This is an optimization exercise on Yosys and OpenROAD, whose aim is small area, not a production implementation. Function was checked by simulation only, so behaviour that the tests miss may differ from the original. Power and IR drop assume default switching activity.

[flow/design.v]
package core_cfg_pkg;
    localparam int xlen_c = 64;
    localparam int inst_w_c = 32;
    localparam int reg_addr_w_c = 5;
    localparam logic [xlen_c-1:0] reset_pc_c = '0;
    localparam logic [inst_w_c-1:0] nop_inst_c = 32'h0000_0013;
endpackage
package rv_isa_pkg;
    typedef enum logic [6:0] {
        OP     = 7'b0110011,
        OP_IMM = 7'b0010011,
        BRANCH = 7'b1100011,
        JAL    = 7'b1101111,
        STORE  = 7'b0100011
    } opcode_e;
    typedef enum logic [2:0] {
        F3_ADD_SUB = 3'b000,
        F3_XOR     = 3'b100,
        F3_OR      = 3'b110,
        F3_AND     = 3'b111
    } alu_f3_e;
    typedef enum logic [2:0] {
        F3_BEQ = 3'b000,
        F3_BNE = 3'b001
    } br_f3_e;
    typedef enum logic [2:0] {
        F3_SD = 3'b011
    } st_f3_e;
    localparam logic [6:0] f7_base_c = 7'b0000000;
    localparam logic [6:0] f7_sub_c  = 7'b0100000;
    typedef enum logic [2:0] {
        ALU_ADD,
        ALU_SUB,
        ALU_AND,
        ALU_OR,
        ALU_XOR
    } alu_op_e;
    typedef enum logic [1:0] {
        BR_NONE,
        BR_EQ,
        BR_NE,
        BR_JUMP
    } br_kind_e;
endpackage
import core_cfg_pkg::*;
module core (
    input  logic                                clk,
    input  logic                                rst_n_i,
    input  logic [core_cfg_pkg::inst_w_c-1:0]   if_inst_i,
    output logic [core_cfg_pkg::xlen_c-1:0]     if_inst_addr_o,
    output logic                                mem_wen_o,
    output logic [core_cfg_pkg::xlen_c-1:0]     mem_waddr_o,
    output logic [core_cfg_pkg::xlen_c-1:0]     mem_wdata_o
);
    logic [3:0]  ph_q;
    logic        ph0_q, ph1_q;
    logic        clr_q;
    logic        bub_q;
    logic        ph15;
    assign ph15 = (ph_q == 4'd15);
    always_ff @(posedge clk) begin
        if (!rst_n_i) begin
            ph_q  <= 4'd0;
            ph0_q <= 1'b1;
            ph1_q <= 1'b0;
            clr_q <= 1'b1;
        end else begin
            ph_q  <= ph_q + 4'd1;
            ph0_q <= ph15;
            ph1_q <= ph0_q;
            if (ph15) clr_q <= 1'b0;
        end
    end
    logic [31:7] ir_q;
    logic [31:7] ins;
    logic        c_rr_q, c_addi_q, c_br_q, c_jal_q, c_sd_q;
    logic        c_rr, c_addi, c_br, c_jal, c_sd;
    logic        d_rr, d_addi, d_br, d_jal, d_sd;
    logic [6:0] opc;
    logic [2:0] f3i;
    logic [6:0] f7i;
    assign opc = if_inst_i[6:0];
    assign f3i = if_inst_i[14:12];
    assign f7i = if_inst_i[31:25];
    always_comb begin
        d_rr   = (opc == 7'b0110011) &&
                 ((f7i == 7'b0000000 && (f3i == 3'b000 || f3i == 3'b100 ||
                                         f3i == 3'b110 || f3i == 3'b111)) ||
                  (f7i == 7'b0100000 && f3i == 3'b000));
        d_addi = (opc == 7'b0010011) && (f3i == 3'b000);
        d_br   = (opc == 7'b1100011) && (f3i[2:1] == 2'b00);
        d_jal  = (opc == 7'b1101111);
        d_sd   = (opc == 7'b0100011) && (f3i == 3'b011);
    end
    always_comb begin
        if (ph0_q) begin
            ins    = if_inst_i[31:7];
            c_rr   = d_rr   && !clr_q && !bub_q;
            c_addi = d_addi && !clr_q && !bub_q;
            c_br   = d_br   && !clr_q && !bub_q;
            c_jal  = d_jal  && !clr_q && !bub_q;
            c_sd   = d_sd   && !clr_q && !bub_q;
        end else begin
            ins    = ir_q;
            c_rr   = c_rr_q;
            c_addi = c_addi_q;
            c_br   = c_br_q;
            c_jal  = c_jal_q;
            c_sd   = c_sd_q;
        end
    end
    always_ff @(posedge clk) begin
        ir_q     <= ins;
        c_rr_q   <= c_rr;
        c_addi_q <= c_addi;
        c_br_q   <= c_br;
        c_jal_q  <= c_jal;
        c_sd_q   <= c_sd;
    end
    logic [31:1][63:0] rf_q;
    logic [3:0]        rs1_nib, rs2_nib;
    logic [31:0][3:0]  tail;
    logic [4:0]        rs1, rs2;
    assign rs1 = ins[19:15];
    assign rs2 = ins[24:20];
    always_comb begin
        tail[0] = 4'd0;
        for (int r = 1; r < 32; r++) tail[r] = rf_q[r][3:0];
    end
    assign rs1_nib = tail[rs1];
    assign rs2_nib = tail[rs2];
    logic [63:0] pc_q, wa_q, wd_q;
    logic [3:0]  pc_src;
    logic [4:0]  inc;
    logic        icy_q;
    assign pc_src = bub_q ? wa_q[7:4] : pc_q[3:0];
    assign inc = {1'b0, pc_src} + ((ph0_q && !bub_q) ? 5'd4 : {4'd0, icy_q && !bub_q});
    logic ne_q, ne, taken;
    assign ne    = (ph0_q ? 1'b0 : ne_q) | (rs1_nib != rs2_nib);
    assign taken = c_jal || (c_br && (ins[12] ? ne : !ne));
    logic [3:0] a_q, b_q;
    always_ff @(posedge clk) begin
        a_q   <= (c_br || c_jal) ? pc_q[3:0] : rs1_nib;
        b_q   <= rs2_nib;
        icy_q <= inc[4];
        ne_q  <= ne;
    end
    logic [20:0] imm;
    logic [3:0]  imm_nib;
    always_comb begin
        if (c_jal_q)
            imm = {ir_q[31], ir_q[19:12], ir_q[20], ir_q[30:21], 1'b0};
        else if (c_br_q)
            imm = {{8{ir_q[31]}}, ir_q[31], ir_q[7], ir_q[30:25], ir_q[11:8], 1'b0};
        else if (c_sd_q)
            imm = {{9{ir_q[31]}}, ir_q[31:25], ir_q[11:7]};
        else
            imm = {{9{ir_q[31]}}, ir_q[31:20]};
        case (ph_q)
            4'd1:    imm_nib = imm[3:0];
            4'd2:    imm_nib = imm[7:4];
            4'd3:    imm_nib = imm[11:8];
            4'd4:    imm_nib = imm[15:12];
            4'd5:    imm_nib = imm[19:16];
            default: imm_nib = {4{imm[20]}};
        endcase
    end
    logic        sub;
    logic [3:0]  b, bx;
    logic [4:0]  sum;
    logic        cy_q;
    logic [3:0]  alu;
    logic [2:0]  f3e;
    assign f3e = ir_q[14:12];
    assign sub = c_rr_q && ir_q[30];
    assign b   = c_rr_q ? b_q : imm_nib;
    assign bx  = sub ? ~b : b;
    logic [3:0] p, g;
    logic [4:0] c;
    logic       en_p, en_g, en_c;
    assign p    = a_q ^ bx;
    assign g    = a_q & bx;
    assign c[0] = ph1_q ? sub : cy_q;
    always_comb begin
        for (int i = 0; i < 4; i++) c[i+1] = g[i] | (p[i] & c[i]);
    end
    assign sum  = {c[4], p ^ c[3:0]};
    assign en_c = !(c_rr_q && f3e[2]);
    assign en_p = !(c_rr_q && f3e == 3'b111);
    assign en_g = c_rr_q && f3e[2] && f3e[1];
    assign alu = ({4{en_p}} & p) ^ ({4{en_g}} & g) ^ ({4{en_c}} & c[3:0]);
    logic [3:0] link;
    assign link = pc_q[63:60];
    logic mm_q, mm;
    assign mm = (ph_q == 4'd9 ? 1'b0 : mm_q) | (alu != link);
    always_ff @(posedge clk) begin
        cy_q <= sum[4];
        mm_q <= mm;
    end
    always_ff @(posedge clk) begin
        if (!rst_n_i)
            bub_q <= 1'b0;
        else if (ph15)
            bub_q <= taken && mm;
    end
    logic       wen;
    logic [3:0] wdat, wbus;
    logic [4:0] rd;
    assign rd   = ir_q[11:7];
    assign wen  = (c_rr_q || c_addi_q || c_jal_q) && (rd != 5'd0);
    assign wdat = c_jal_q ? link : alu;
    assign wbus = clr_q ? 4'd0 : wdat;
    always_ff @(posedge clk) begin
        for (int r = 1; r < 32; r++) begin
            if (clr_q || (wen && rd == 5'(r)))
                rf_q[r] <= {rf_q[r][3:0], wbus, rf_q[r][59:4]};
            else
                rf_q[r] <= {rf_q[r][3:0], rf_q[r][63:4]};
        end
    end
    logic [63:0] wa_d;
    assign wa_d = {alu, wa_q[63:4]};
    always_ff @(posedge clk) begin
        wa_q <= wa_d;
        wd_q <= {b_q, wd_q[63:4]};
        if (clr_q)
            pc_q <= {4'd0, pc_q[63:4]};
        else if (ph15 && taken)
            pc_q <= {inc[3:0], pc_q[63:36], wa_d[35:4]};
        else
            pc_q <= {inc[3:0], pc_q[63:4]};
    end
    logic wen_q;
    always_ff @(posedge clk) begin
        if (!rst_n_i)
            wen_q <= 1'b0;
        else
            wen_q <= ph0_q && c_sd_q;
    end
    assign if_inst_addr_o = pc_q;
    assign mem_wen_o      = wen_q;
    assign mem_waddr_o    = wa_q;
    assign mem_wdata_o    = wd_q;
endmodule
[flow/flow/run.sh]
#!/bin/bash
set -uo pipefail
ports="BUFFER_PORTS_ARGS=-buffer_cell sky130_fd_sc_hd__buf_1"
cts="CTS_ARGS=-sink_clustering_enable -repair_clock_nets -dont_use_dummy_load -sink_clustering_size 20 -sink_clustering_max_diameter 60 -buf_list sky130_fd_sc_hd__clkbuf_8"
ant=orfs/reports/sky130hd/core/base/drt_antennas.log
bash standard.sh "$ports" "$cts" finish > flow_make.log 2>&1
st=$?
if [[ $st -ne 0 || ! -f out/final.def ]] || grep -q VIOLATED "$ant" 2>/dev/null; then
  mkdir -p first_try
  cp -r orfs/logs first_try/ 2>/dev/null || true
  cp "$ant" first_try/ 2>/dev/null || true
  rm -rf orfs out/final.def
  bash standard.sh "$ports" "$cts" CORE_UTILIZATION=50 finish > flow_make2.log 2>&1
fi
test -f out/final.def
[flow/standard.sh]
#!/bin/bash
# synth_recipe.tcl (not shown) runs the flow's synth.tcl, then flattens the netlist and writes it again
# the make line also repeats each setting of config.mk as NAME=value (left out here)
make -C /OpenROAD-flow-scripts/flow DESIGN_CONFIG=/design/flow/config.mk WORK_HOME=/design/flow/orfs CLKGATE_MAP_FILE= SYNTH_SCRIPT=/design/flow/synth_recipe.tcl "${@:-finish}"
[flow/config.mk]
export PLATFORM = sky130hd
export DESIGN_NAME = core
export DESIGN_NICKNAME = core
export VERILOG_FILES = /design/flow/design.v
export SDC_FILE = /design/flow/constraint.sdc
export NUM_CORES = 4
export LEC_CHECK = 0
export ABC_AREA = 1
export CAP_MARGIN = 20
export CORE_MARGIN = 2
export CORE_UTILIZATION = 60
export CTS_BUF_LIST = sky130_fd_sc_hd__clkbuf_8
export CTS_CLUSTER_DIAMETER = 60
export CTS_CLUSTER_SIZE = 20
export GPL_TIMING_DRIVEN = 1
export SLEW_MARGIN = 20
[flow/constraint.sdc]
create_clock -name core_clock -period 5.5 [get_ports {clk}]
set_input_delay 1.1000 -clock core_clock [delete_from_list [all_inputs] [get_ports {clk}]]
set_output_delay 1.1000 -clock core_clock [all_outputs]
set_load 0.01 [all_outputs]
==> reports/results.tsv, run 1 <==
stage	metric	value	unit
floorplan	die height	296	um
placement	GP Congestion	0.894	
power	leak pwr	21.8	nW
clocking	clock sinks	2227	
drt	Detail Route Antenna Nets	0	
floorplan	core area	84700	um^2
drt	DRT Pass-1 Iters	5	
sta	final setup TNS	0	ns
grt	total global-route track usage	0.234	
sta	Final Skew	0.107	ns
sta	post-layout min period	4.44	ns
drt	Residual DRC	0	
sta	Slew Limit Fails	0	
placement	Place WS	0.901	ns
grt	vias in the first global route	23982	
synth	sequential share of the synthesized area	0.875	
worst_setup_path	crit path max-delay cell type	o21ai_0	
finish	Multi-input gate area	5580	um^2
worst_setup_path	most used cell, CP	nand2_1	
clocking	CTS Hold Bufs	0	
flow_run	max_cap viols	0	
worst_setup_path	crit path max fanout	13	
finish	Fill cells	6095	
finish	layout net count	3941	
worst_setup_path	Critical Path End Type	flop	
clocking	Clk Latency, worst-skew pair	0.84	ns
synth	Synth Warn #	1	
placement	port bufs	226	
finish	register area	44800	um^2
synth	Post-Syn Instances	3585	
drt	wire per inst	20.2	um
placement	placed cell count	4902	
worst_setup_path	startpoint class of the critical path	flop	
clocking	Setup Buffers After CTS	0	
synth	Syn Std Cell Area	51100	um^2
sta	Worst slew margin	0.328	
worst_setup_path	Critical Setup Path Class	reg2reg	
clocking	Max H-tree Level	4	
synth	synthesized flop and latch total	2227	
sta	Final Cycle Share	0.807	
clocking	TritonCTS clock tree	built	
grt	GR Overflow Total	0	
sta	final setup vio count	0	
synth	Post-Syn Area per Cell	14.3	um^2
drt	post-DR vias/cell	4.87	
floorplan	# IOs	227	
clocking	clk slew on worst S/H paths	0.11	ns
clocking	CTS resizes	0	
synth	syn nets	3630	
worst_setup_path	CP Cell Sequence	inv_1 -> nand2_1 -> o21ai_0 -> a221oi_1 -> nand3_1 -> o21ai_0 -> xor2_1 -> ha_1 -> inv_1 -> o21bai_1 -> a21o_1 -> a21o_1 -> nand2_1 -> xnor2_1 -> buf_4 -> inv_1 -> nand2_1 -> nand2_1 -> o21ai_0	
clocking	Clock Path Buffers	3	
outcome	status	complete, no violations	
worst_setup_path	Buf/Inv on CP	4	
worst_setup_path	CP Data Required Time	6.12	ns
worst_setup_path	Top Family by Delay on Critical Path	compound AO/OA/AOI/OAI gates	
floorplan	Initial Util	0.603	
sta	maximum clock frequency	0.225	GHz
sta	unrepaired setup endpoints after global routing	no	
grt	global-route wire length before repair	149	mm
floorplan	Rows	107	
min_path	hold crit path type	reg2reg	
worst_setup_path	cells on worst reg2reg path	19	
clocking	Root Driver	clkbuf_8	
finish	fin util	0.650	
power	VDD IR max	0.342	mV
sta	Slew @ Worst Pin	0.998	ns
sta	slack of the critical path	1.06	ns
drt	DR iter-0 viols	1453	
finish	P&R area growth vs syn	7.75	%
finish	share of layout cells above drive strength 1	0.0514	
min_path	hold path cells	0	
grt	initial antenna violation count	10	
synth	Netlist cell types	45	
worst_setup_path	Max stage delay on crit path	0.84	ns
placement	post-DP HPWL	69.5	mm
clocking	Inserted Clock Buffers	136	
power	Power per Cell Area	443	nW/um^2
grt	pin count of the biggest net entering global routing	59	
drt	final WL	102	mm
sta	final count of hold timing violations	0	
worst_setup_path	critical path data arrival time	5.06	ns
worst_setup_path	cell count along the critical path	19	
drt	via count	24590	
floorplan	Die ar.	87500	um^2
floorplan	die width	296	um
finish	fin cells	5045	
## cells by family (layout without fill, tap and decap cells)
group	Yosys count	in the layout	synth area share
simple gates	951	951	0.0815
mux	1	1	0.000196
fa+ha+maj	11	11	0.00269
flops	2227	2227	0.875
other cells	0	7	0
buf+inv	177	486	0.0156
xor+xnor	15	15	0.00257
compound gates	203	203	0.0219
## sequential cells by signal, summed over array words and instances, names as in the netlist, 4 cells and up
name	count
pc_q	64
ir_q	25
wd_q	64
a_q	4
rf_q	1984
ph_q	4
wa_q	64
b_q	4
## power by group
group | switching, mW | internal (mW) | leakage [nW]
Sequential | 0.321 | 16.5 | 18.0
Combinational | 0.730 | 0.311 | 2.78
Clock | 4.31 | 2.24 | 0.978
Total | 5.36 | 19.1 | 21.8
## cells in the mapped netlist, drive strengths merged
library cell | n | area, um^2
nand2 | 508 | 1950
nor3 | 6 | 30.0
nand3 | 331 | 1670
xnor2 | 2 | 17.5
a22o | 1 | 8.76
or2 | 9 | 56.3
a21oi | 22 | 110
a221oi | 2 | 17.5
inv | 93 | 352
clkbuf | 36 | 135
o22ai | 2 | 12.5
edfxtp | 17 | 510
o21bai | 1 | 7.51
xor2 | 13 | 114
o211ai | 10 | 75.1
a31oi | 4 | 25.0
nor4 | 3 | 18.8
mux2i | 1 | 10.0
a21o | 3 | 22.5
nand4 | 38 | 238
clkinv | 1 | 3.75
o32ai | 1 | 8.76
o21ai | 153 | 800
nor2 | 55 | 206
o21a | 1 | 7.51
a31o | 1 | 8.76
a2111oi | 2 | 17.5
ha | 11 | 138
buf | 47 | 308
and3 | 1 | 6.26
dfxtp | 2210 | 44200
## path summary, 6_finish.rpt
| check | end | from | slack, ns |
|---|---|---|---|
| setup reg to reg | rf_q[1339] | c_jal_q | 1.06 |
| hold reg to reg | rf_q[1700] | rf_q[1704] | 0.23 |
| setup / recovery | rf_q[1339] | c_jal_q | 1.06 |
| hold / removal | rf_q[1700] | rf_q[1704] | 0.23 |
## final cells by class
class | instances | share of cell area
sequential | 2227 | 0.813
multi-input combinational | 1181 | 0.101
clock buffer | 136 | 0.0340
tap | 1144 | 0.0260
timing repair buffer | 256 | 0.0195
inverter | 94 | 0.00650
antenna | 7 | 0.000318
## through the flow
step / cell area (um^2) / hold WS (ns) / total power, mW
after CTS: 55100 / 0.218 / 24.6
after global placement: 53200 / 0.310 / 18.3
after detailed placement: 53200 / 0.312 / 18.3
after global routing: 55100 / 0.231 / 25.3
final: 55100 / 0.230 / 24.4
after floorplan: 51100 / 0.310 / 17.6
## per-layer routing
metal,track usage,up-vias,wire (um)
li1,-,11947,-
met1,0.323,11718,47100
met2,0.368,749,45600
met3,0.0457,176,6200
met4,0.0867,0,3010
met5,0,-,0
## cells in the final DEF (no fill, tap or decap), drive strengths merged, types with 13 or more instances in the layout
| cell | instances |
|---|---|
| a21oi | 22 |
| buf | 256 |
| clkbuf | 136 |
| dfxtp | 2210 |
| edfxtp | 17 |
| inv | 93 |
| nand2 | 508 |
| nand3 | 331 |
| nand4 | 38 |
| nor2 | 55 |
| o21ai | 153 |
| xor2 | 13 |
==> run 2: changes to the inputs <==
--- a/flow/config.mk
+++ b/flow/config.mk
@@ -8,3 +8,3 @@
 export ABC_AREA = 1
-export CAP_MARGIN = 20
+export CAP_MARGIN = 5
 export CORE_MARGIN = 2
@@ -15,2 +15,2 @@
 export GPL_TIMING_DRIVEN = 1
-export SLEW_MARGIN = 20
+export SLEW_MARGIN = 5
==> run 2 against run 1 <==
Die area unchanged. Wire length unchanged. Core utilization unchanged. First-iteration DRC count unchanged. Area after synthesis unchanged. Critical path depth unchanged. Clock power about the same. Via count unchanged. Register-to-register slack about the same.
==> reports/results.tsv, run 2 <==
stage	metric	value	unit	change
sta	Slew @ Worst Pin	0.998	ns	unchanged
sta	maximum clock frequency	0.225	GHz	unchanged
synth	Netlist cell types	45		unchanged
drt	Detail Route Antenna Nets	0		unchanged
power	sw frac	0.219		unchanged
clocking	Root Driver	clkbuf_8		
floorplan	# IOs	227		unchanged
clocking	TritonCTS clock tree	built		
finish	Largest register FFs	1984		unchanged
power	sequential power share	0.689		about the same
power	internal power	19.1	mW	unchanged
floorplan	Initial Util	0.603		unchanged
sta	final count of hold timing violations	0		unchanged
worst_setup_path	critical path data arrival time	5.06	ns	about the same
synth	Post-Syn Instances	3585		unchanged
synth	Synth Warn #	1		unchanged
grt	GR Overflow Total	0		unchanged
synth	Post-synth EDFFs	17		unchanged
finish	P&R area growth vs syn	7.75	%	unchanged
floorplan	Die ar.	87500	um^2	unchanged
power	Power per Cell Area	443	nW/um^2	unchanged
finish	fin cells	5045		unchanged
sta	slack of the critical path	1.06	ns	unchanged
sta	Final Skew	0.107	ns	unchanged
synth	sequential share of the synthesized area	0.875		unchanged
drt	post-DR vias/cell	4.87		unchanged
finish	Most flops, register	rf_q		
grt	total global-route track usage	0.234		unchanged
power	leak pwr	21.8	nW	unchanged
power	Switch Pwr	5.36	mW	unchanged
worst_setup_path	Critical Setup Path Class	reg2reg		
synth	Synth area leader	dfxtp_1		
placement	GP Congestion	0.894		unchanged
finish	Fill cells	6095		unchanged
floorplan	die width	296	um	unchanged
power	Power Total	24.4	mW	unchanged
finish	layout net count	3941		unchanged
synth	ranking of synthesized cells by area	dfxtp_1 87%, nand2_1 3.7%, nand3_1 3.2%		
placement	post-DP HPWL	69.5	mm	unchanged
grt	initial antenna violation count	10		unchanged
synth	post-synth top area share	0.865		unchanged
sta	final setup TNS	0	ns	unchanged
clocking	Clk Latency, worst-skew pair	0.84	ns	about the same
floorplan	die height	296	um	unchanged
drt	wire per inst	20.2	um	unchanged
clocking	Inserted Clock Buffers	136		unchanged
grt	global-route wire length before repair	149	mm	unchanged
min_path	hold crit path type	reg2reg		
worst_setup_path	crit path max fanout	13		unchanged
clocking	CTS Hold Bufs	0		unchanged
synth	Syn Std Cell Area	51100	um^2	unchanged
power	share of power burned in the clock network	0.268		about the same
drt	final WL	102	mm	unchanged
outcome	status	complete, no violations		
grt	vias in the first global route	23982		unchanged
placement	Place WS	0.901	ns	unchanged
synth	Top FF cell, synth	dfxtp_1		
sta	Worst slew margin	0.328		unchanged
power	VDD IR max	0.342	mV	unchanged
flow_run	max_cap viols	0		unchanged
worst_setup_path	CP Data Required Time	6.12	ns	about the same
synth	syn nets	3630		unchanged
synth	most common cell in the netlist	dfxtp_1		
clocking	clk slew on worst S/H paths	0.11	ns	about the same
finish	share of layout cells above drive strength 1	0.0514		unchanged
drt	DRT Pass-1 Iters	5		unchanged
clocking	clock sinks	2227		unchanged
worst_setup_path	startpoint class of the critical path	flop		
worst_setup_path	Critical Path End Type	flop		
floorplan	Rows	107		unchanged
power	Gate power share	0.043		about the same
sta	Slew Limit Fails	0		unchanged
clocking	Setup Buffers After CTS	0		unchanged
sta	Final Cycle Share	0.807		unchanged
clocking	CTS resizes	0		unchanged
placement	port bufs	226		unchanged
floorplan	core area	84700	um^2	unchanged
placement	placed cell count	4902		unchanged
clocking	Clock Path Buffers	3		unchanged
sta	unrepaired setup endpoints after global routing	no		
synth	ys async rst share	0		unchanged
sta	post-layout min period	4.44	ns	unchanged
grt	pin count of the biggest net entering global routing	59		unchanged
synth	most instantiated cells after synthesis	2210 x dfxtp_1, 500 x nand2_1, 329 x nand3_1, 145 x o21ai_0, 85 x inv_1		
finish	most frequent cells in the layout	2209 x dfxtp_1, 499 x nand2_1, 329 x nand3_1		
finish	most common cell after layout, fill and taps aside	dfxtp_1		
drt	via count	24590		unchanged
synth	Post-Syn Area per Cell	14.3	um^2	unchanged
drt	DR iter-0 viols	1453		unchanged
synth	synthesized flop and latch total	2227		unchanged
sta	final setup vio count	0		unchanged
drt	Residual DRC	0		unchanged
clocking	Max H-tree Level	4		unchanged
## run 2: cell counts in the layout (fill, tap and decap cells not counted)
No cell type changed its count.
## run 2: stage by stage
stage	cell area, um^2	utilization	hold slack [ns]
floorplan	51100	-	0.310
global placement	53200	0.628	0.310
detailed placement	53200	0.628	0.312
CTS	55100	0.650	0.218
global route	55100	0.650	0.231
finish	55100	0.650	0.230
## run 2: cells by family after synthesis
| group | after synthesis | share of synthesized area |
|---|---|---|
| adders and majority gates | 11 | 0.00269 |
| buffers and inverters | 177 | 0.0156 |
| and+or+nand+nor | 951 | 0.0815 |
| AOI/OAI and AO/OA | 203 | 0.0219 |
| muxes | 1 | 0.000196 |
| DFF | 2227 | 0.875 |
| xor gates and xnor gates | 15 | 0.00257 |
## run 2: power groups by stage
| stage | combinational (mW) | clock [mW] | sequential, mW |
|---|---|---|---|
| final | 1.04 | 6.54 | 16.8 |
| after global routing | 1.15 | 7.28 | 16.9 |
| after CTS | 1.04 | 6.74 | 16.8 |
| after detailed placement | 1.04 | 0 | 17.2 |
| after global placement | 1.05 | 0 | 17.2 |
| after floorplan | 0.400 | 0 | 17.2 |
## run 2: worst paths after layout
| check | start | end | slack (ns) | cells past startpoint |
|---|---|---|---|---|
| worst max-delay path | c_jal_q | rf_q[1339] | 1.06 | 19 |
| worst min-delay path | rf_q[1704] | rf_q[1700] | 0.23 | 0 |
| worst max register to register | c_jal_q | rf_q[1339] | 1.06 | 19 |
| worst min register to register | rf_q[1704] | rf_q[1700] | 0.23 | 0 |
## run 2: final cells by class
| cell class | instances | area, um^2 | share of cell area |
|---|---|---|---|
| inverters | 94 | 358 | 0.00650 |
| clock buffers | 136 | 1870 | 0.0340 |
| diodes | 7 | 17.5 | 0.000318 |
| multi-input cells | 1181 | 5580 | 0.101 |
| repair buffers | 256 | 1070 | 0.0195 |
| well taps | 1144 | 1430 | 0.0260 |
| flip-flops and latches | 2227 | 44800 | 0.813 |
## run 2: worst max-delay path, stage by stage, from the launching register on
cell      delay (ns)
dfxtp_1         0.63
inv_1           0.34
nand2_1         0.28
o21ai_0         0.14
a221oi_1        0.28
nand3_1         0.12
o21ai_0         0.13
xor2_1          0.18
ha_1            0.27
inv_1           0.06
o21bai_1        0.08
a21o_1          0.18
a21o_1          0.16
nand2_1         0.07
xnor2_1         0.12
buf_4           0.14
inv_1           0.04
nand2_1         0.05
nand2_1         0.18
o21ai_0         0.84
## run 2: layer usage
metal / wire [um] / global-route usage / up-vias / share of wire
met5: 0 / 0 / - / 0
met4: 3010 / 0.0867 / 0 / 0.030
met3: 6200 / 0.0457 / 176 / 0.061
met2: 45600 / 0.368 / 749 / 0.45
met1: 47100 / 0.323 / 11718 / 0.46
li1: - / - / 11947 / -
==> run 3: changes to the inputs <==
--- a/flow/design.v
+++ b/flow/design.v
@@ -194,3 +194,3 @@
     logic mm_q, mm;
-    assign mm = (ph_q == 4'd9 ? 1'b0 : mm_q) | (alu != link);
+    assign mm = (ph_q == 4'd5 ? 1'b0 : mm_q) | (alu != link);
     always_ff @(posedge clk) begin
@@ -228,3 +228,3 @@
         else if (ph15 && taken)
-            pc_q <= {inc[3:0], pc_q[63:36], wa_d[35:4]};
+            pc_q <= {inc[3:0], pc_q[63:20], wa_d[19:4]};
         else
--- a/flow/config.mk
+++ b/flow/config.mk
@@ -8,3 +8,3 @@
 export ABC_AREA = 1
-export CAP_MARGIN = 5
+export CAP_MARGIN = 20
 export CORE_MARGIN = 2
@@ -15,2 +15,2 @@
 export GPL_TIMING_DRIVEN = 1
-export SLEW_MARGIN = 5
+export SLEW_MARGIN = 20
==> run 3 against run 2 <==
Critical endpoint is now rf_q[1848]. Non-clock buffer count fell by 6. Clock power down 0.6%. Via count decreased by 2.4%.
==> reports/results.tsv, run 3 <==
stage	metric	value	unit	change
finish	register area	44800	um^2	unchanged
synth	syn nets	3577		-1.5%
grt	global-route wire length before repair	143	mm	-3.6%
drt	wire per inst	19.6	um	-3.1%
worst_setup_path	CP Data Required Time	6.18	ns	+0.06 ns
sta	Final Skew	0.0905	ns	-0.0166 ns
clocking	CTS resizes	0		unchanged
finish	most frequent cells in the layout	2209 x dfxtp_1, 475 x nand2_1, 317 x nand3_1		
min_path	hold crit path type	reg2reg		
synth	most common cell in the netlist	dfxtp_1		
synth	Synth area leader	dfxtp_1		
synth	post-synth top area share	0.869		+0.00353
sta	Hold Slack	0.283	ns	+0.0528 ns
placement	port bufs	226		unchanged
worst_setup_path	startpoint class of the critical path	flop		
sta	post-layout min period	4.38	ns	-0.0604 ns
clocking	Root Driver	clkbuf_8		
sta	Final Cycle Share	0.796		-0.0110
finish	fin cells	4982		-1.2%
finish	Fill cells	6065		-0.49%
finish	Most flops, register	rf_q		
floorplan	Die ar.	87200	um^2	-0.40%
floorplan	die width	295	um	-0.20%
synth	sequential share of the synthesized area	0.879		+0.00357
floorplan	Initial Util	0.607		+0.00418
synth	ranking of synthesized cells by area	dfxtp_1 87%, nand2_1 3.5%, nand3_1 3.1%		
synth	most instantiated cells after synthesis	2210 x dfxtp_1, 477 x nand2_1, 317 x nand3_1, 148 x o21ai_0, 85 x inv_1		
clocking	Setup Buffers After CTS	0		unchanged
finish	share of layout cells above drive strength 1	0.0513		-0.0000990
grt	grt peak-use layer	met2		
placement	GP Congestion	0.901		+0.77%
worst_setup_path	crit path max fanout	11		-2
clocking	Clock Path Buffers	3		unchanged
synth	Post-Syn Instances	3532		-1.5%
placement	post-DP HPWL	66.7	mm	-4.0%
grt	met3 Track Usage GR	0.0421		-0.00362
clocking	TritonCTS clock tree	built		
grt	GR Overflow Total	0		unchanged
clocking	clock sinks	2227		unchanged
flow_run	max_cap viols	0		unchanged
drt	post-DR vias/cell	4.82		-1.1%
worst_setup_path	Critical Setup Path Class	reg2reg		
grt	vias in the first global route	23510		-2.0%
grt	met2 Usage GRT	0.347		-0.0212
outcome	status	complete, no violations		
drt	final WL	97.5	mm	-4.3%
sta	final setup TNS	0	ns	unchanged
synth	synthesized flop and latch total	2227		unchanged
synth	Post-Syn Area per Cell	14.4	um^2	+1.1%
finish	P&R area growth vs syn	7.81	%	about the same
min_path	hold path cells	0		unchanged
clocking	Max H-tree Level	4		unchanged
grt	initial antenna violation count	7		-3
synth	Post-synth EDFFs	17		unchanged
drt	via count	24010		-2.4%
grt	pin count of the biggest net entering global routing	53		-10%
drt	Residual DRC	0		unchanged
drt	DRT Pass-1 Iters	5		unchanged
synth	Top FF cell, synth	dfxtp_1		
grt	routing usage on met1	0.311		-0.0117
drt	DR iter-0 viols	1674		+15%
worst_setup_path	critical path data arrival time	5.06	ns	about the same
floorplan	die height	295	um	-0.20%
finish	Multi-input gate area	5390	um^2	-3.3%
floorplan	# IOs	227		unchanged
sta	Slew Limit Fails	0		unchanged
sta	maximum clock frequency	0.228	GHz	+1.4%
placement	placed cell count	4841		-1.2%
finish	most common cell after layout, fill and taps aside	dfxtp_1		
grt	total global-route track usage	0.225		-0.00850
power	Power Total	24.3	mW	-0.41%
sta	Worst slew margin	0.417		+0.0895
drt	Detail Route Antenna Nets	0		unchanged
floorplan	core area	83800	um^2	-1.1%
clocking	clk slew on worst S/H paths	0.11	ns	about the same
finish	layout net count	3890		-1.3%
clocking	Clk Latency, worst-skew pair	0.83	ns	about the same
worst_setup_path	cells on worst reg2reg path	19		unchanged
power	leak pwr	21.6	nW	-0.63%
sta	final setup vio count	0		unchanged
clocking	CTS Hold Bufs	0		unchanged
power	Power per Cell Area	443	nW/um^2	about the same
sta	final count of hold timing violations	0		unchanged
sta	Slew @ Worst Pin	0.874	ns	-0.124 ns
clocking	Inserted Clock Buffers	135		-0.74%
sta	unrepaired setup endpoints after global routing	no		
synth	Synth Warn #	1		unchanged
synth	ys async rst share	0		unchanged
finish	Largest register FFs	1984		unchanged
synth	Syn Std Cell Area	50900	um^2	-0.41%
worst_setup_path	Critical Path End Type	flop		
floorplan	Rows	106		-0.93%
power	VDD IR max	0.314	mV	-8.1%
synth	Netlist cell types	42		-6.7%
[run 3: changes by cell type after synthesis, moves of 4 or more]
cell,delta
nand2_1,-23
nand4_1,-13
a21oi_1,+4
nand3_1,-12
clkbuf_1,-9
buf_4,+8
buf_2,-8
[run 3: routing by layer]
layer / share of wire / wire [um]
met5: 0.00016 / 16
met4: 0.042 / 4070
met3: 0.052 / 5040
met2: 0.44 / 43200
met1: 0.46 / 45200
[run 3: final cells by class]
| cell class | count | share of cell area |
|---|---|---|
| flip-flops and latches | 2227 | 0.815 |
| inverters | 92 | 0.00641 |
| repair buffers | 250 | 0.0200 |
| well taps | 1134 | 0.0259 |
| multi-input cells | 1139 | 0.0983 |
| clock buffers | 135 | 0.0339 |
| diodes | 5 | 0.000228 |
[run 3: through the flow]
stage,area [um^2],setup WS (ns),utilization
after detailed placement,53000,1.16,0.632
final,54900,1.12,0.655
after global routing,54900,0.928,0.655
after global placement,53000,1.17,0.632
after CTS,54800,1.15,0.654
after floorplan,50900,2.40,-
[run 3: kinds of logic after synthesis]
group | count (synthesis) | synth area share
xor+xnor | 15 | 0.00258
simple gates | 907 | 0.0779
mux | 1 | 0.000197
fa+ha+maj | 11 | 0.00270
compound gates | 205 | 0.0224
flops | 2227 | 0.879
buf+inv | 166 | 0.0152
[run 3: path summary, 6_finish.rpt]
| check | startpoint | endpoint | slack (ns) |
|---|---|---|---|
| worst min-delay path | rf_q[1238] | rf_q[1234] | 0.28 |
| worst max register to register | ph_q[0] | rf_q[1848] | 1.12 |
| worst max-delay path | ph_q[0] | rf_q[1848] | 1.12 |
| worst min register to register | rf_q[1238] | rf_q[1234] | 0.28 |
[run 3: power by group]
part | switching, mW | total [mW] | internal (mW)
logic | 0.736 | 1.05 | 0.312
registers | 0.251 | 16.8 | 16.5
clock network | 4.28 | 6.50 | 2.22
total | 5.27 | 24.3 | 19.1
[run 3: worst max-delay path, cell delays in order, from the launching register on]
cell	delay [ns]
dfxtp_1	0.41
inv_1	0.09
ha_1	0.20
nand3_1	0.16
inv_1	0.09
nor2_1	0.19
nand4_1	0.16
nand2_1	0.09
inv_1	0.08
o2111ai_1	0.13
o21ai_0	0.18
xor2_1	0.18
ha_1	0.30
nand2_1	0.09
xor2_1	0.19
xor2_1	0.31
or2_2	0.17
nand2_1	0.48
buf_4	0.39
o21ai_0	0.36
==> run 4: changes to the inputs <==
--- a/flow/design.v
+++ b/flow/design.v
@@ -194,3 +194,3 @@
     logic mm_q, mm;
-    assign mm = (ph_q == 4'd5 ? 1'b0 : mm_q) | (alu != link);
+    assign mm = (ph_q == 4'd9 ? 1'b0 : mm_q) | (alu != link);
     always_ff @(posedge clk) begin
@@ -228,3 +228,3 @@
         else if (ph15 && taken)
-            pc_q <= {inc[3:0], pc_q[63:20], wa_d[19:4]};
+            pc_q <= {inc[3:0], pc_q[63:36], wa_d[35:4]};
         else
--- a/flow/flow/run.sh
+++ b/flow/flow/run.sh
@@ -3,3 +3,3 @@
 ports="BUFFER_PORTS_ARGS=-buffer_cell sky130_fd_sc_hd__buf_1"
-cts="CTS_ARGS=-sink_clustering_enable -repair_clock_nets -dont_use_dummy_load -sink_clustering_size 20 -sink_clustering_max_diameter 60 -buf_list sky130_fd_sc_hd__clkbuf_8"
+cts="CTS_ARGS=-sink_clustering_enable -repair_clock_nets -dont_use_dummy_load -sink_clustering_size 18 -sink_clustering_max_diameter 50 -buf_list sky130_fd_sc_hd__clkbuf_8"
 ant=orfs/reports/sky130hd/core/base/drt_antennas.log
--- a/flow/config.mk
+++ b/flow/config.mk
@@ -12,4 +12,4 @@
 export CTS_BUF_LIST = sky130_fd_sc_hd__clkbuf_8
-export CTS_CLUSTER_DIAMETER = 60
-export CTS_CLUSTER_SIZE = 20
+export CTS_CLUSTER_DIAMETER = 50
+export CTS_CLUSTER_SIZE = 18
 export GPL_TIMING_DRIVEN = 1
==> run 4 against run 3 <==
Hold slack got worse by 0.0091 ns. Area after synthesis grew 0.41%. Critical path depth is the same. Critical endpoint is now rf_q[1339]. Critical path type unchanged. Clock skew rose by 0.0081 ns.
==> reports/results.tsv, run 4 <==
stage	metric	value	unit	change
outcome	status	complete, no violations		
floorplan	Initial Util	0.603		-0.00418
worst_setup_path	critical path data arrival time	5.01	ns	-0.05 ns
synth	Netlist cell types	45		+7.1%
sta	Slew Limit Fails	0		unchanged
power	sequential power share	0.682		-0.008
floorplan	# IOs	227		unchanged
power	Power Total	24.7	mW	+1.5%
clocking	CTS Hold Bufs	0		unchanged
sta	Slew @ Worst Pin	1.04	ns	+0.164 ns
sta	final count of hold timing violations	0		unchanged
synth	synthesized flop and latch total	2227		unchanged
synth	Post-Syn Area per Cell	14.3	um^2	-1.1%
drt	wire per inst	20.2	um	+3.2%
worst_setup_path	most used cell, CP	nand2_1		
finish	Fill cells	6055		-0.16%
clocking	Clock Path Buffers	3		unchanged
placement	port bufs	226		unchanged
power	Power per Cell Area	447	nW/um^2	+0.81%
synth	Top FF cell, synth	dfxtp_1		
clocking	Root Driver	clkbuf_8		
worst_setup_path	CP Cell Sequence	inv_1 -> nand2_1 -> o21ai_0 -> a221oi_1 -> nand3_1 -> o21ai_0 -> xor2_1 -> ha_1 -> inv_1 -> o21bai_1 -> a21o_1 -> a21o_1 -> nand2_1 -> xnor2_1 -> buf_4 -> inv_1 -> nand2_1 -> nand2_1 -> o21ai_0		
finish	register area	44800	um^2	unchanged
floorplan	Die ar.	87500	um^2	+0.40%
finish	fin area	55300	um^2	+0.72%
flow_run	max_cap viols	0		unchanged
worst_setup_path	crit path max-delay cell type	o21ai_0		
synth	most instantiated cells after synthesis	2210 x dfxtp_1, 500 x nand2_1, 329 x nand3_1, 145 x o21ai_0, 85 x inv_1		
sta	unrepaired setup endpoints after global routing	no		
synth	Synth area leader	dfxtp_1		
power	Gate power share	0.042		about the same
synth	most common cell in the netlist	dfxtp_1		
clocking	Setup Buffers After CTS	0		unchanged
finish	P&R area growth vs syn	8.15	%	
clocking	TritonCTS clock tree	built		
worst_setup_path	Max stage delay on crit path	0.86	ns	+0.38 ns
drt	via count	24700		+2.9%
floorplan	die width	296	um	+0.20%
min_path	hold crit path type	reg2reg		
power	VDD IR max	0.335	mV	+6.6%
sta	Final Skew	0.0987	ns	+0.00812 ns
synth	post-synth top area share	0.865		-0.00353
finish	most frequent cells in the layout	2209 x dfxtp_1, 499 x nand2_1, 329 x nand3_1		
clocking	Clk Latency, worst-skew pair	0.83	ns	about the same
finish	Multi-input gate area	5580	um^2	+3.4%
power	share of power burned in the clock network	0.276		+0.009
synth	ranking of synthesized cells by area	dfxtp_1 87%, nand2_1 3.7%, nand3_1 3.2%		
finish	share of layout cells above drive strength 1	0.0550		+0.00374
synth	Post-synth EDFFs	17		unchanged
worst_setup_path	startpoint class of the critical path	flop		
drt	final WL	102	mm	+4.8%
sta	maximum clock frequency	0.227	GHz	-0.72%
synth	ys async rst share	0		unchanged
finish	fin util	0.652		-0.00248
grt	global-route wire length before repair	149	mm	+4.2%
worst_setup_path	Critical Path End Type	flop		
grt	GR Overflow Total	0		unchanged
worst_setup_path	CP Data Required Time	6.10	ns	-0.08 ns
synth	Synth Warn #	1		unchanged
placement	GP Congestion	0.894		-0.77%
sta	Worst slew margin	0.300		-0.117
power	internal power	19.3	mW	+1.3%
synth	Syn Std Cell Area	51100	um^2	+0.41%
grt	initial antenna violation count	9		+2
sta	post-layout min period	4.41	ns	+0.0315 ns
floorplan	Rows	107		+0.94%
synth	Post-Syn Instances	3585		+1.5%
clocking	clock sinks	2227		unchanged
clocking	Max H-tree Level	4		unchanged
finish	most common cell after layout, fill and taps aside	dfxtp_1		
synth	sequential share of the synthesized area	0.875		-0.00357
finish	Largest register FFs	1984		unchanged
clocking	clk slew on worst S/H paths	0.10	ns	about the same
drt	DRT Pass-1 Iters	5		unchanged
drt	Detail Route Antenna Nets	0		unchanged
sta	slack of the critical path	1.09	ns	-0.0315 ns
worst_setup_path	Critical Setup Path Class	reg2reg		
sta	Final Cycle Share	0.802		+0.00573
sta	final setup TNS	0	ns	unchanged
grt	vias in the first global route	24072		+2.4%
grt	total global-route track usage	0.234		+0.00924
placement	cell area after placement	53200	um^2	+0.38%
drt	post-DR vias/cell	4.88		+1.3%
finish	layout net count	3956		+1.7%
worst_setup_path	crit path max fanout	13		+2
power	Switch Pwr	5.40	mW	+2.6%
power	leak pwr	21.9	nW	+1.1%
placement	post-DP HPWL	69.5	mm	+4.1%
synth	syn nets	3630		+1.5%
drt	Residual DRC	0		unchanged
grt	pin count of the biggest net entering global routing	59		+11%
drt	DR iter-0 viols	1546		-7.6%
finish	Most flops, register	rf_q		
floorplan	core area	84700	um^2	+1.1%
sta	final setup vio count	0		unchanged
clocking	CTS resizes	0		unchanged
power	sw frac	0.219		+0.00218
clocking	Inserted Clock Buffers	151		+12%
floorplan	die height	296	um	+0.20%
placement	Place WS	0.901	ns	-0.255 ns
[run 4: area by class of cell]
type,instances,area share
repair buffers,256,0.0194
flip-flops and latches,2227,0.810
clock buffers,151,0.0376
well taps,1144,0.0259
multi-input cells,1181,0.101
inverters,94,0.00647
diodes,5,0.000226
[run 4: stage by stage]
step | hold WS (ns) | cells
detailed placement | 0.312 | 4902
finish | 0.274 | 5058
global placement | 0.310 | 4902
floorplan | 0.310 | 3585
global route | 0.267 | 5056
CTS | 0.273 | 5053
[run 4: power by group through the flow]
stage	Combinational, mW	Clock (mW)	Sequential [mW]
3_3_place_gp	1.05	0	17.2
2_1_floorplan	0.400	0	17.2
5_1_grt	1.15	7.59	16.9
3_5_place_dp	1.04	0	17.2
6_report	1.04	6.82	16.8
4_1_cts	1.04	7.04	16.8
[run 4: kinds of logic (layout without fill, tap and decap cells)]
logic type	Yosys count	after routing	share of synthesized area
other	0	5	0
DFF	2227	2227	0.875
xor gates and xnor gates	15	15	0.00257
and+or+nand+nor	951	951	0.0815
adders and majority gates	11	11	0.00269
AOI/OAI and AO/OA	203	203	0.0219
buffers and inverters	177	501	0.0156
muxes	1	1	0.000196
[run 4: critical path, delay by kind of cell (launching register included)]
kind            cells  cell delay [ns]
flops               1             0.61
compound gates      7             1.83
buf+inv             4             0.57
xor+xnor            2             0.30
simple gates        5             0.68
fa+ha+maj           1             0.26
[run 4: final timing paths]
| path | from | endpoint | slack [ns] | depth (start not counted) |
|---|---|---|---|---|
| worst min register to register | rf_q[1244] | rf_q[1240] | 0.27 | 0 |
| worst max register to register | c_jal_q | rf_q[1339] | 1.09 | 19 |
| worst min-delay path | rf_q[1244] | rf_q[1240] | 0.27 | 0 |
| worst max-delay path | c_jal_q | rf_q[1339] | 1.09 | 19 |
[run 4: layer usage]
layer	global-route usage	vias to the layer above	part of all wire
met4	0.0854	0	0.027
met3	0.0495	164	0.057
met2	0.369	760	0.45
li1	-	11976	-
met5	0	-	0
met1	0.322	11800	0.46
==> run 5: changes to the inputs <==
--- a/flow/design.v
+++ b/flow/design.v
@@ -55,3 +55,3 @@
     logic [3:0]  ph_q;
-    logic        ph0_q, ph1_q;
+    logic        ph0_q, ph1;
     logic        clr_q;
@@ -60,2 +60,3 @@
     assign ph15 = (ph_q == 4'd15);
+    assign ph1  = (ph_q == 4'd1);
     always_ff @(posedge clk) begin
@@ -64,3 +65,2 @@
             ph0_q <= 1'b1;
-            ph1_q <= 1'b0;
             clr_q <= 1'b1;
@@ -69,3 +69,2 @@
             ph0_q <= ph15;
-            ph1_q <= ph0_q;
             if (ph15) clr_q <= 1'b0;
@@ -75,4 +74,5 @@
     logic [31:7] ins;
+    logic [2:0]  cls_q, cls, dcls;
     logic        c_rr_q, c_addi_q, c_br_q, c_jal_q, c_sd_q;
-    logic        c_rr, c_addi, c_br, c_jal, c_sd;
+    logic        c_br, c_jal;
     logic        d_rr, d_addi, d_br, d_jal, d_sd;
@@ -95,16 +95,24 @@
     always_comb begin
+        if (clr_q || bub_q)
+            dcls = 3'b000;
+        else if (d_rr)
+            dcls = 3'b011;
+        else if (d_addi)
+            dcls = 3'b001;
+        else if (d_sd)
+            dcls = 3'b010;
+        else if (d_br)
+            dcls = 3'b100;
+        else if (d_jal)
+            dcls = 3'b101;
+        else
+            dcls = 3'b000;
+    end
+    always_comb begin
         if (ph0_q) begin
-            ins    = if_inst_i[31:7];
-            c_rr   = d_rr   && !clr_q && !bub_q;
-            c_addi = d_addi && !clr_q && !bub_q;
-            c_br   = d_br   && !clr_q && !bub_q;
-            c_jal  = d_jal  && !clr_q && !bub_q;
-            c_sd   = d_sd   && !clr_q && !bub_q;
+            ins = if_inst_i[31:7];
+            cls = dcls;
         end else begin
-            ins    = ir_q;
-            c_rr   = c_rr_q;
-            c_addi = c_addi_q;
-            c_br   = c_br_q;
-            c_jal  = c_jal_q;
-            c_sd   = c_sd_q;
+            ins = ir_q;
+            cls = cls_q;
         end
@@ -112,9 +120,12 @@
     always_ff @(posedge clk) begin
-        ir_q     <= ins;
-        c_rr_q   <= c_rr;
-        c_addi_q <= c_addi;
-        c_br_q   <= c_br;
-        c_jal_q  <= c_jal;
-        c_sd_q   <= c_sd;
-    end
+        ir_q  <= ins;
+        cls_q <= cls;
+    end
+    assign c_br     = (cls   == 3'b100);
+    assign c_jal    = (cls   == 3'b101);
+    assign c_rr_q   = (cls_q == 3'b011);
+    assign c_addi_q = (cls_q == 3'b001);
+    assign c_sd_q   = (cls_q == 3'b010);
+    assign c_br_q   = (cls_q == 3'b100);
+    assign c_jal_q  = (cls_q == 3'b101);
     logic [31:1][63:0] rf_q;
@@ -142,3 +153,3 @@
     always_ff @(posedge clk) begin
-        a_q   <= (c_br || c_jal) ? pc_q[3:0] : rs1_nib;
+        a_q   <= cls[2] ? pc_q[3:0] : rs1_nib;
         b_q   <= rs2_nib;
@@ -182,3 +193,3 @@
     assign g    = a_q & bx;
-    assign c[0] = ph1_q ? sub : cy_q;
+    assign c[0] = ph1 ? sub : cy_q;
     always_comb begin
@@ -209,3 +220,3 @@
     assign rd   = ir_q[11:7];
-    assign wen  = (c_rr_q || c_addi_q || c_jal_q) && (rd != 5'd0);
+    assign wen  = cls_q[0] && (rd != 5'd0);
     assign wdat = c_jal_q ? link : alu;
==> run 5 against run 4 <==
Still clean on timing, DRC and antenna. Clock power down 1%. Hold slack worse by 0.012 ns. Power down 0.62%. Critical path type unchanged. Largest cell class unchanged. Highest routed layer is now met5.
==> reports/results.tsv, run 5 <==
stage	metric	value	unit	change
synth	ys async rst share	0		unchanged
placement	post-DP HPWL	64.4	mm	-7.3%
synth	ranking of synthesized cells by area	dfxtp_1 86%, nand2_1 4.4%, nand3_1 2.6%		
clocking	CTS resizes	0		unchanged
clocking	Max H-tree Level	4		unchanged
clocking	Inserted Clock Buffers	149		-1.3%
floorplan	Die ar.	87800	um^2	+0.25%
drt	final WL	95.7	mm	-6.3%
synth	most common cell in the netlist	dfxtp_1		
power	Switch Pwr	5.32	mW	-1.5%
synth	Synth Warn #	1		unchanged
sta	slack of the critical path	0.904	ns	-0.186 ns
drt	via count	24766		+0.27%
worst_setup_path	Critical Path End Type	flop		
min_path	hold crit path type	reg2reg		
finish	P&R area growth vs syn	8.10	%	about the same
worst_setup_path	cells on worst reg2reg path	18		-1
sta	Worst slew margin	0.301		+0.000816
synth	post-synth top area share	0.863		-0.00216
power	internal power	19.2	mW	-0.37%
clocking	clock sinks	2224		-0.13%
synth	synthesized flop and latch total	2224		-0.13%
drt	DR iter-0 viols	1719		+11%
synth	Netlist cell types	43		-4.4%
worst_setup_path	most used cell, CP	nand2_1		
grt	initial antenna violation count	6		-3
finish	most frequent cells in the layout	2209 x dfxtp_1, 594 x nand2_1, 269 x nand3_1		
worst_setup_path	CP Data Required Time	6.16	ns	+0.06 ns
flow_run	max_cap viols	0		unchanged
synth	Top FF cell, synth	dfxtp_1		
finish	layout net count	4023		+1.7%
drt	post-DR vias/cell	4.83		-1.0%
worst_setup_path	crit path max-delay cell type	dfxtp_2		
synth	Post-Syn Instances	3652		+1.9%
min_path	hold path cells	0		unchanged
clocking	Setup Buffers After CTS	0		unchanged
power	leak pwr	22.1	nW	+1.2%
placement	GP Congestion	0.932		+4.3%
finish	fin util	0.653		about the same
clocking	TritonCTS clock tree	built		
synth	Synth area leader	dfxtp_1		
sta	Hold Slack	0.262	ns	-0.0118 ns
outcome	status	complete, no violations		
clocking	CTS Hold Bufs	0		unchanged
sta	Final Skew	0.122	ns	+0.0235 ns
clocking	Clk Latency, worst-skew pair	0.83	ns	about the same
power	share of power burned in the clock network	0.275		about the same
grt	met3 Track Usage GR	0.0418		-0.00772
worst_setup_path	crit path max fanout	34		+21
clocking	clk slew on worst S/H paths	0.10	ns	about the same
finish	Fill cells	6212		+2.6%
placement	placed cell count	4971		+1.4%
grt	GR Overflow Total	0		unchanged
synth	Post-synth EDFFs	14		-3
floorplan	Rows	107		unchanged
sta	Slew Limit Fails	0		unchanged
grt	total global-route track usage	0.220		-0.0143
synth	Post-Syn Area per Cell	14.0	um^2	-1.6%
drt	wire per inst	18.7	um	-7.5%
power	Gate power share	0.042		about the same
sta	Slew @ Worst Pin	1.05	ns	+0.00975 ns
floorplan	Initial Util	0.604		about the same
sta	Final Cycle Share	0.836		+0.0339
grt	global-route wire length before repair	143	mm	-4.2%
finish	fin cells	5124		+1.3%
grt	grt peak-use layer	met2		
worst_setup_path	startpoint class of the critical path	flop		
worst_setup_path	Critical Setup Path Class	reg2reg		
floorplan	core area	84900	um^2	+0.16%
floorplan	die width	296	um	+0.12%
grt	routing usage on met1	0.315		-0.00669
power	Power per Cell Area	443	nW/um^2	-0.83%
synth	syn nets	3697		+1.8%
worst_setup_path	critical path data arrival time	5.26	ns	+0.25 ns
clocking	Clock Path Buffers	3		unchanged
clocking	Root Driver	clkbuf_8		
floorplan	# IOs	227		unchanged
sta	final setup TNS	0	ns	unchanged
finish	most common cell after layout, fill and taps aside	dfxtp_1		
power	sequential power share	0.683		about the same
finish	share of layout cells above drive strength 1	0.0521		-0.00294
worst_setup_path	Max stage delay on crit path	0.57	ns	-0.29 ns
finish	Largest register FFs	1984		unchanged
sta	final setup vio count	0		unchanged
placement	Place WS	0.930	ns	+0.0289 ns
drt	Detail Route Antenna Nets	0		unchanged
synth	Syn Std Cell Area	51200	um^2	+0.25%
power	VDD IR max	0.350	mV	+4.3%
grt	met2 Usage GRT	0.338		-0.0316
sta	post-layout min period	4.60	ns	+0.186 ns
grt	pin count of the biggest net entering global routing	73		+24%
synth	sequential share of the synthesized area	0.872		-0.00394
drt	Residual DRC	0		unchanged
power	sw frac	0.217		-0.00198
drt	DRT Pass-1 Iters	5		unchanged
floorplan	die height	296	um	+0.12%
sta	final count of hold timing violations	0		unchanged
grt	vias in the first global route	23999		-0.30%
placement	port bufs	226		unchanged
synth	most instantiated cells after synthesis	2210 x dfxtp_1, 594 x nand2_1, 269 x nand3_1, 136 x o21ai_0, 123 x inv_1		
sta	maximum clock frequency	0.218	GHz	-4.1%
worst_setup_path	CP Cell Sequence	buf_4 -> nand2_1 -> o21ai_2 -> buf_4 -> nand3_1 -> nand3_1 -> nand3_1 -> nand2_1 -> nand2_1 -> nand2_1 -> nand2_1 -> nand2_1 -> nand4_1 -> nand3_2 -> buf_4 -> nand3_4 -> nand2_1 -> nand2_1		
finish	Most flops, register	rf_q		
sta	unrepaired setup endpoints after global routing	no		
run 5: cell count changes after synthesis, moves of 3 or more:
cell and change:
inv_1 +38, nand2_1 +94, or2_0 -3, o211ai_1 +7
o21ai_1 +15, or2_1 +3, or2_2 -3, edfxtp_1 -3
clkbuf_1 -9, o21ai_0 -9, nand3_1 -60, nor2_1 +3
inv_2 -3, xor2_1 -8
run 5: critical path, delay by kind of cell (launching register included):
family,cells,cell delay (ns)
DFF,1,0.57
AOI/OAI and AO/OA,1,0.45
buffers and inverters,3,1.21
and+or+nand+nor,14,2.21
run 5: layer usage:
layer / wire [um] / up-vias
met1: 45800 / 11714
li1: - / 12089
met4: 2590 / 6
met5: 37 / -
met2: 42000 / 763
met3: 5310 / 194
run 5: cells by family after synthesis:
| logic type | Yosys count | share of synthesized area |
|---|---|---|
| adder cells (fa/ha/maj) | 11 | 0.00269 |
| AO/OA/AOI/OAI | 215 | 0.0239 |
| buffers and inverters | 206 | 0.0178 |
| AND/OR/NAND/NOR | 984 | 0.0819 |
| XOR/XNOR | 9 | 0.00154 |
| flip-flops | 2224 | 0.872 |
| multiplexers | 3 | 0.000635 |
run 5: final timing paths:
path / slack [ns] / from / to
min: 0.26 / rf_q[953] / rf_q[949]
min reg2reg: 0.26 / rf_q[953] / rf_q[949]
max reg2reg: 0.90 / ph0_q / pc_q[15]
max: 0.90 / ph0_q / pc_q[15]
run 5: power by group through the flow:
stage	combinational (mW)	clock (mW)	sequential (mW)
after floorplan	0.405	0	17.2
after global placement	1.03	0	17.1
after detailed placement	1.03	0	17.1
after CTS	1.03	6.97	16.8
after global routing	1.13	7.53	16.8
final	1.03	6.74	16.8
run 5: area by class of cell:
type | count | area, um^2 | area share
antenna | 4 | 10.0 | 0.000181
clock buffer | 149 | 2050 | 0.0370
inverter | 130 | 495 | 0.00894
multi-input combinational | 1222 | 5700 | 0.103
sequential | 2224 | 44700 | 0.806
tap | 1144 | 1430 | 0.0258
timing repair buffer | 251 | 1050 | 0.0189
run 5: through the flow:
step	total power, mW	instance area, um^2
5_1_grt	25.5	55400
4_1_cts	24.8	55400
6_report	24.5	55400
2_1_floorplan	17.6	51200
3_5_place_dp	18.2	53300
3_3_place_gp	18.1	53300
==> run 6: changes to the inputs <==
--- a/flow/design.v
+++ b/flow/design.v
@@ -205,3 +205,3 @@
     logic mm_q, mm;
-    assign mm = (ph_q == 4'd9 ? 1'b0 : mm_q) | (alu != link);
+    assign mm = (ph_q == 4'd5 ? 1'b0 : mm_q) | (alu != link);
     always_ff @(posedge clk) begin
@@ -239,3 +239,3 @@
         else if (ph15 && taken)
-            pc_q <= {inc[3:0], pc_q[63:36], wa_d[35:4]};
+            pc_q <= {inc[3:0], pc_q[63:20], wa_d[19:4]};
         else
--- a/flow/flow/run.sh
+++ b/flow/flow/run.sh
@@ -3,3 +3,3 @@
 ports="BUFFER_PORTS_ARGS=-buffer_cell sky130_fd_sc_hd__buf_1"
-cts="CTS_ARGS=-sink_clustering_enable -repair_clock_nets -dont_use_dummy_load -sink_clustering_size 18 -sink_clustering_max_diameter 50 -buf_list sky130_fd_sc_hd__clkbuf_8"
+cts="CTS_ARGS=-sink_clustering_enable -repair_clock_nets -dont_use_dummy_load -sink_clustering_size 20 -sink_clustering_max_diameter 60 -buf_list sky130_fd_sc_hd__clkbuf_8"
 ant=orfs/reports/sky130hd/core/base/drt_antennas.log
--- a/flow/config.mk
+++ b/flow/config.mk
@@ -12,4 +12,4 @@
 export CTS_BUF_LIST = sky130_fd_sc_hd__clkbuf_8
-export CTS_CLUSTER_DIAMETER = 50
-export CTS_CLUSTER_SIZE = 18
+export CTS_CLUSTER_DIAMETER = 60
+export CTS_CLUSTER_SIZE = 20
 export GPL_TIMING_DRIVEN = 1
==> run 6 against run 5 <==
Final cell count is 1.4% lower. Cell area is 0.85% lower. Clock power is 3.9% lower. Combinational power hardly changed. Critical endpoint is now rf_q[1723]. Largest cell class unchanged. Worst setup slack better by 0.16 ns. Highest routed layer unchanged. Wire length is 2.1% higher. Critical path type unchanged. Synthesized cell count is 1.4% lower. Non-clock buffer count is 10 lower.
==> reports/results.tsv, run 6 <==
stage	metric	value	unit	change
synth	Post-Syn Area per Cell	14.2	um^2	+0.97%
drt	final WL	97.8	mm	+2.1%
synth	most common cell in the netlist	dfxtp_1		
finish	Multi-input gate area	5570	um^2	-2.1%
sta	Slew @ Worst Pin	0.952	ns	-0.0961 ns
synth	syn nets	3647		-1.4%
min_path	hold crit path type	reg2reg		
finish	most common cell after layout, fill and taps aside	dfxtp_1		
worst_setup_path	Reg2Reg Setup Slack	1.06	ns	+0.16 ns
grt	total global-route track usage	0.227		+0.00709
synth	Netlist cell types	52		+21%
sta	maximum clock frequency	0.225	GHz	+3.6%
grt	pin count of the biggest net entering global routing	65		-11%
placement	GP Congestion	0.871		-6.6%
placement	placed cell count	4910		-1.2%
synth	post-synth top area share	0.867		+0.00353
synth	ys async rst share	0		unchanged
sta	Final Skew	0.0874	ns	-0.0348 ns
synth	synthesized flop and latch total	2224		unchanged
sta	final setup TNS	0	ns	unchanged
clocking	clk slew on worst S/H paths	0.11	ns	about the same
clocking	CTS Hold Bufs	0		unchanged
floorplan	die width	296	um	-0.20%
min_path	hold path cells	0		unchanged
synth	Syn Std Cell Area	51000	um^2	-0.41%
floorplan	Die ar.	87400	um^2	-0.40%
sta	unrepaired setup endpoints after global routing	no		
sta	Hold Slack	0.244	ns	-0.0181 ns
drt	post-DR vias/cell	4.79		-0.81%
drt	via count	24210		-2.2%
min_path	hold_sp	rf_q[1333]		
clocking	Root Driver	clkbuf_8		
min_path	Worst Hold Path EP	rf_q[1329]		
outcome	status	complete, no violations		
synth	Post-Syn Instances	3602		-1.4%
flow_run	max_cap viols	0		unchanged
finish	Largest register FFs	1984		unchanged
synth	sequential share of the synthesized area	0.875		+0.00357
finish	fin cells	5050		-1.4%
drt	Detail Route Antenna Nets	0		unchanged
worst_setup_path	Critical Path End Type	flop		
sta	post-layout min period	4.44	ns	-0.159 ns
drt	DRT Pass-1 Iters	6		+1
worst_setup_path	CP Data Required Time	6.15	ns	about the same
sta	Slew Limit Fails	0		unchanged
grt	initial antenna violation count	5		-1
power	leak pwr	21.9	nW	-0.96%
worst_setup_path	worst reg2reg endpoint	rf_q[1723]		
synth	most instantiated cells after synthesis	2210 x dfxtp_1, 589 x nand2_1, 264 x nand3_1, 139 x o21ai_0, 108 x inv_1		
finish	Fill cells	5937		-4.4%
synth	Synth area leader	dfxtp_1		
sta	Final Cycle Share	0.807		-0.0289
clocking	Clock Path Buffers	3		unchanged
synth	Synth Warn #	1		unchanged
finish	Most flops, register	rf_q		
floorplan	Initial Util	0.608		+0.00417
drt	DR iter-0 viols	1502		-13%
finish	register area	44700	um^2	unchanged
floorplan	Rows	106		-0.93%
clocking	Setup Buffers After CTS	0		unchanged
sta	Worst slew margin	0.365		+0.0634
drt	wire per inst	19.4	um	+3.6%
clocking	Max H-tree Level	4		unchanged
grt	global-route wire length before repair	146	mm	+2.0%
floorplan	core area	84000	um^2	-1.1%
grt	vias in the first global route	23829		-0.71%
worst_setup_path	Critical Setup Path Class	reg2reg		
floorplan	die height	296	um	-0.20%
power	Power Total	24.3	mW	-1.2%
clocking	CTS resizes	0		unchanged
synth	ranking of synthesized cells by area	dfxtp_1 87%, nand2_1 4.3%, nand3_1 2.6%		
worst_setup_path	cells on worst reg2reg path	21		+3
synth	Post-synth EDFFs	14		unchanged
worst_setup_path	startpoint class of the critical path	flop		
worst_setup_path	critical path data arrival time	5.09	ns	-0.17 ns
grt	GR Overflow Total	0		unchanged
placement	post-DP HPWL	65.7	mm	+2.1%
power	Power per Cell Area	442	nW/um^2	-0.32%
clocking	Inserted Clock Buffers	133		-11%
worst_setup_path	Critical R2R Launch	cls_q[1]		
finish	most frequent cells in the layout	2209 x dfxtp_1, 589 x nand2_1, 264 x nand3_1		
finish	layout net count	3956		-1.7%
power	VDD IR max	0.351	mV	+0.44%
clocking	Clk Latency, worst-skew pair	0.84	ns	about the same
floorplan	# IOs	227		unchanged
worst_setup_path	crit path max fanout	31		-8.8%
drt	Residual DRC	0		unchanged
finish	P&R area growth vs syn	7.62	%	
synth	Top FF cell, synth	dfxtp_1		
placement	port bufs	226		unchanged
sta	final count of hold timing violations	0		unchanged
sta	final setup vio count	0		unchanged
finish	share of layout cells above drive strength 1	0.0527		+0.000637
clocking	TritonCTS clock tree	built		
clocking	clock sinks	2224		unchanged
## run 6: cell count changes after synthesis, sizes merged, moves of 2 or more
cell | before | now
nand4 | 39 | 24
inv | 130 | 116
nand2 | 599 | 612
o211ai | 17 | 6
clkbuf | 27 | 17
o21ai | 161 | 155
a21oi | 20 | 15
nor2 | 58 | 54
o2111ai | 1 | 3
## run 6: kinds of logic after synthesis
family                     count (synthesis)  synth area share
AOI/OAI and AO/OA                        194            0.0212
xor gates and xnor gates                   8           0.00137
DFF                                     2224             0.875
buffers and inverters                    184            0.0160
muxes                                      3          0.000637
adders and majority gates                 11           0.00270
and+or+nand+nor                          978            0.0830
## run 6: worst max-delay path, stage by stage (launching register included)
cell and delay, ns:
dfxtp_1 0.47, nor2_1 0.12, nand2_1 0.32, clkinv_1 0.39
nand2_1 0.15, nand2_1 0.07, nand2_1 0.09, o2111ai_1 0.12
o22ai_1 0.20, xor2_1 0.10, ha_1 0.33, inv_1 0.04
o21ai_0 0.24, a21o_1 0.20, nand2_1 0.06, nand2_1 0.13
nand2_1 0.09, nand2_1 0.07, nand2_1 0.09, o21ai_2 0.12
buf_4 0.55, o21ai_0 0.32
## run 6: worst max path at each step
stage | from | to | slack, ns | cells past startpoint
finish | cls_q[1] | rf_q[1723] | 1.06 | 21
global route | cls_q[2] | rf_q[1403] | 0.67 | 21
CTS | cls_q[1] | rf_q[1403] | 1.11 | 21
detailed placement | if_inst_i[20] | pc_q[13] | 1.04 | 18
global placement | cls_q[2] | rf_q[1403] | 1.06 | 21
floorplan | cls_q[2] | rf_q[123] | 2.42 | 21
## run 6: stage by stage
step / util / cell area [um^2] / worst slack [ns]
after global placement: 0.632 / 53100 / 1.06
final: 0.654 / 54900 / 1.06
after CTS: 0.654 / 54900 / 1.11
after floorplan: - / 51000 / 2.42
after global routing: 0.654 / 54900 / 0.667
after detailed placement: 0.632 / 53100 / 1.04
## run 6: cell type report
type | instances | share of cell area
Inverter | 117 | 0.00813
Antenna cell | 7 | 0.000319
Sequential cell | 2224 | 0.813
Multi-Input combinational cell | 1194 | 0.101
Clock buffer | 133 | 0.0333
Timing Repair Buffer | 241 | 0.0177
Tap cell | 1134 | 0.0258
## run 6: metal layers
metal  part of all wire  GRT usage
met4              0.028     0.0812
met5            0.00011          0
met1               0.48      0.323
met3              0.049     0.0381
met2               0.45      0.354
## run 6: where the power goes
| group | total (mW) | switching (mW) | leakage [nW] | internal, mW |
|---|---|---|---|---|
| clock | 6.48 | 4.29 | 0.956 | 2.19 |
| combinational | 1.03 | 0.732 | 2.99 | 0.299 |
| sequential | 16.7 | 0.253 | 18.0 | 16.5 |

==> re-timing with driven ports <==
How much do the figures lean on ideal ports? The routed layouts below were timed once more, with nothing changed but the port constraints. Step 1 assumes that a clkbuf_16 drives the clock port and a buf_2 every other input. Step 2 times the ports against the registers' clock, not the clock port: input delays grow and output delays shrink by t, the midpoint of the rising clock arrivals with the driver on. Three values: no drivers, after step 1, after step 2; two values: the first two.
run | shift t [ns] | slack for setup (ns) | hold slack, ns | latest minus earliest clock arrival (ns) | cell pins on the clock port's net
run 1 | 0.851 | 1.061 / 1.061 / 0.784 | 0.230 / 0.230 / 0.230 | 0.109 / 0.109 | 1
run 2 | 0.851 | 1.061 / 1.061 / 0.784 | 0.230 / 0.230 / 0.230 | 0.109 / 0.109 | 1
run 3 | 0.845 | 1.122 / 1.122 / 1.089 | 0.283 / 0.283 / 0.283 | 0.094 / 0.094 | 1
run 4 | 0.845 | 1.090 / 1.090 / 0.765 | 0.274 / 0.274 / 0.274 | 0.099 / 0.099 | 1
run 5 | 0.829 | 0.904 / 0.904 / 0.691 | 0.262 / 0.262 / 0.262 | 0.122 / 0.122 | 1
run 6 | 0.863 | 1.063 / 1.063 / 1.039 | 0.244 / 0.244 / 0.244 | 0.088 / 0.087 | 1
After both steps setup and hold are still met in every run listed. For run 4, which loses most, drivers alone change the setup slack by 0.000 ns; drivers and shift together by -0.325 ns.
